Source: an optimization exercise on an open RTL-to-GDS flow (aim: small area). Production flows keep margins and buffers that such runs may drop. In this exercise RTL edits were held to simulation tests only and were not proved equivalent to the original. Power figures rest on the tool's default switching activity, not on a simulated workload.

==> flow/design.v (excerpt) <==
module fpgaSynth (
	input  logic        MAX10_CLK2_50,
	input  logic        arstN,
	input  logic        cfgWe,
	input  logic        cfgKind,
	input  logic [1:0]  cfgVoice,
	input  logic [31:0] cfgData,
	output logic        i2sSclk,
	output logic        i2sLrclk,
	output logic        i2sData
);
export LEC_CHECK = 0
export CAP_MARGIN = 20
export CORE_MARGIN = 2
export CORE_UTILIZATION = 70
export CTS_BUF_LIST = sky130_fd_sc_hd__clkbuf_16
export CTS_CLUSTER_DIAMETER = 100
export CTS_CLUSTER_SIZE = 28
export SLEW_MARGIN = 20
create_clock -name core_clock -period 12.0 [get_ports {MAX10_CLK2_50}]
standard.sh (not shown) runs the stock make flow with config.mk's settings and CLKGATE_MAP_FILE= SYNTH_SCRIPT=/design/flow/synth_recipe.tcl, a recipe that flattens the netlist after the stock synthesis.
==> flow/flow/run.sh <==
#!/bin/bash
# Layout flow: the standard ORFS layout with two changes.
# 1. Yosys's "synth" normally runs a quick "abc -fast" before ORFS extracts
#    full adders; that pass rewrites the explicit carry-save adder trees with
#    mixed polarities, and the extracted full adders then need inverters
#    between them. SYNTH_ARGS=-noabc skips only that early pass; ORFS's own
#    ABC mapping still runs afterwards.
# 2. Every port still gets its own buffer, but a plain buf_1 instead of the
#    clkdlybuf4s50_1 that buffer_ports picks by default.
# Registers, floorplan, power grid, placement, CTS and routing are standard.
set -euo pipefail
export SYNTH_ARGS="-noabc"
export BUFFER_PORTS_ARGS="-buffer_cell sky130_fd_sc_hd__buf_1"
bash standard.sh > standard_flow.log 2>&1
The starting point went through all stages and came out clean.
Next try:
--- a/flow/flow/run.sh
+++ b/flow/flow/run.sh
@@ -1,3 +1,3 @@
 #!/bin/bash
-# Layout flow: the standard ORFS layout with two changes.
+# Layout flow: the standard ORFS layout with three changes.
 # 1. Yosys's "synth" normally runs a quick "abc -fast" before ORFS extracts
@@ -7,3 +7,7 @@
 #    ABC mapping still runs afterwards.
-# 2. Every port still gets its own buffer, but a plain buf_1 instead of the
+# 2. Adders' carry chains use Yosys's default Brent-Kung lookahead instead of
+#    ORFS's Kogge-Stone map: setting SYNTH_OPERATIONS_ARGS (to the harmless
+#    -noshare, which the standard flow's synth wrapper passes anyway) replaces the
+#    default "-extra-map lcu_kogge_stone.v".
+# 3. Every port still gets its own buffer, but a plain buf_1 instead of the
 #    clkdlybuf4s50_1 that buffer_ports picks by default.
@@ -12,2 +16,3 @@
 export SYNTH_ARGS="-noabc"
+export SYNTH_OPERATIONS_ARGS="-noshare"
 export BUFFER_PORTS_ARGS="-buffer_cell sky130_fd_sc_hd__buf_1"
Settings changed: GPL_ROUTABILITY_DRIVEN set to 0, GPL_TIMING_DRIVEN set to 0.
The changed run finished clean; die area came out lower by 1.7%; synthesized cell count came out lower by 4.2%; via count came out lower by 2.8%; hold slack hardly moves; final area came out lower by 0.50%; sequential power is about the same; clock skew came out higher by 0.0074 ns; routed wire length came out higher by 0.54%; utilization came out higher by 1.5 points; final cell count came out lower by 0.98%; power came out lower by 16%.
Next try:
Settings changed: GPL_ROUTABILITY_DRIVEN 0 to not set, GPL_TIMING_DRIVEN 0 to not set.
After rerunning: Utilization falls by 0.63 points. Synthesized cell count stays the same. Sequential power stays flat. Sequential share of layout area grows by 0.43 points. Global-route usage decreases by 1.1 points. Wire length fell by 3.4%. Clock skew drops by 0.0037 ns. Hold slack stays flat. Cell area decreases by 0.83%. Register-to-register slack gains 1.1 ns. Setup slack is better by 1.1 ns.

---

Another version of the RTL of fpgaSynth (not shown whole).
For scale: ~2100 cells after synthesis.
## fpgaSynth
module fpgaSynth (
	input  logic        MAX10_CLK2_50,
	input  logic        arstN,
	input  logic        cfgWe,
	input  logic        cfgKind,
	input  logic [1:0]  cfgVoice,
	input  logic [31:0] cfgData,
	output logic        i2sSclk,
	output logic        i2sLrclk,
	output logic        i2sData
);
clock: 12.0 ns
lec_check: 0
cap_margin: 20
core_margin: 2
core_utilization: 55
cts_buf_list: sky130_fd_sc_hd__clkbuf_16
cts_cluster_diameter: 100
cts_cluster_size: 30
slew_margin: 20
run.sh (not shown) runs the stock make flow with config.mk's settings and CLKGATE_MAP_FILE= SYNTH_SCRIPT=/design/flow/synth_recipe.tcl, a recipe that flattens the netlist after the stock synthesis.
Stock flow here: none of the scripts above is used.
The baseline finished clean.
==> next run, changes <==
--- a/flow/config.mk
+++ b/flow/config.mk
@@ -8,7 +8,7 @@
 export CAP_MARGIN = 20
 export CORE_MARGIN = 2
-export CORE_UTILIZATION = 55
+export CORE_UTILIZATION = 40
 export CTS_BUF_LIST = sky130_fd_sc_hd__clkbuf_16
-export CTS_CLUSTER_DIAMETER = 100
-export CTS_CLUSTER_SIZE = 30
+export CTS_CLUSTER_DIAMETER = 120
+export CTS_CLUSTER_SIZE = 24
 export SLEW_MARGIN = 20
What happened:
- core utilization shrinks by 16 points
- clock power is higher by about 5%
- cell count grows by 9.4%
- worst setup slack gains 0.051 ns
==> next run, changes <==
==> flow/flow/run.sh (new file) <==
#!/bin/bash
# Layout flow: the standard ORFS layout, with one change to synthesis.
# Yosys's "synth" normally runs a quick "abc -fast" before ORFS extracts full
# adders; that pass rewrites the explicit carry-save adder trees with mixed
# polarities, and the extracted full adders then need inverters between them.
# SYNTH_ARGS=-noabc skips only that early pass; ORFS's own ABC mapping still
# runs afterwards, and registers, floorplan, power grid, placement, CTS and
# routing are the standard ones.
set -euo pipefail
export SYNTH_ARGS="-noabc"
bash standard.sh > standard_flow.log 2>&1
==> flow/standard.sh (new file) <==
#!/bin/bash
# synth_recipe.tcl (not shown) runs the flow's synth.tcl, then flattens the netlist and writes it again
# the make line also repeats each setting of config.mk as NAME=value (left out here)
make -C /OpenROAD-flow-scripts/flow DESIGN_CONFIG=/design/flow/config.mk WORK_HOME=/design/flow/orfs CLKGATE_MAP_FILE= SYNTH_SCRIPT=/design/flow/synth_recipe.tcl "${@:-finish}"
--- a/flow/config.mk
+++ b/flow/config.mk
@@ -8,7 +8,7 @@
 export CAP_MARGIN = 20
 export CORE_MARGIN = 2
-export CORE_UTILIZATION = 40
+export CORE_UTILIZATION = 55
 export CTS_BUF_LIST = sky130_fd_sc_hd__clkbuf_16
-export CTS_CLUSTER_DIAMETER = 120
-export CTS_CLUSTER_SIZE = 24
+export CTS_CLUSTER_DIAMETER = 100
+export CTS_CLUSTER_SIZE = 28
 export SLEW_MARGIN = 20
removed: flow/run.sh
Result: The changed run completed with no timing, DRC or antenna violations; via count went down by 2.9%; setup slack gets better by 0.27 ns; power went down by 4.0%; synthesized area went down by 1.4%; non-clock buffer count went down by 3; routed wire length went down by 0.51%; worst hold slack gets better by 0.029 ns; combinational power went down by about 7%.
==> next run, changes <==
==> flow/run.sh (new file) <==
#!/bin/bash
# synth_recipe.tcl (not shown) runs the flow's synth.tcl, then flattens the netlist and writes it again
# the make line also repeats each setting of config.mk as NAME=value (left out here)
make -C /OpenROAD-flow-scripts/flow DESIGN_CONFIG=/design/flow/config.mk WORK_HOME=/design/flow/orfs CLKGATE_MAP_FILE= SYNTH_SCRIPT=/design/flow/synth_recipe.tcl finish
removed: flow/flow/run.sh
removed: flow/standard.sh
Fmax goes down by a few percent.
Clock power goes up by a few percent.
Cell count goes up by a few percent.
Design area goes up by a few percent.

==> port drivers added, routing unchanged <==
The results above use ideal ports. As a check the final layouts listed here were re-extracted and re-timed, cells and wires unchanged.
Step 1: set_driving_cell puts a clkbuf_16 on MAX10_CLK2_50 and a buf_2 on each other input, an assumption about the parent block.
Step 2 times the ports against the registers' clock, not the clock port: input delays grow and output delays shrink by t, the midpoint of the rising clock arrivals with the driver on.
a / b / c = ideal / step 1 / step 2; a / b = the first two.
run | t (ns) | slack for setup (ns) | worst setup path after step 2 | pins driven straight from the clock port
the first run of note 1 | 0.609 | 2.303 / 2.303 / 2.303 | register to register | 1
the second run of note 1 | 0.625 | 1.288 / 1.288 / 1.288 | register to register | 1
the third run of note 1 | 0.596 | 2.398 / 2.398 / 2.398 | register to register | 1
the first run of note 2 | 0.637 | 3.303 / 3.303 / 3.303 | register to register | 1
the second run of note 2 | 0.661 | 3.353 / 3.353 / 3.353 | register to register | 1
the third run of note 2 | 0.645 | 3.626 / 3.626 / 3.626 | register to register | 1
the fourth run of note 2 | 0.637 | 3.313 / 3.313 / 3.313 | register to register | 1
After both steps setup and hold are still met in every run listed.
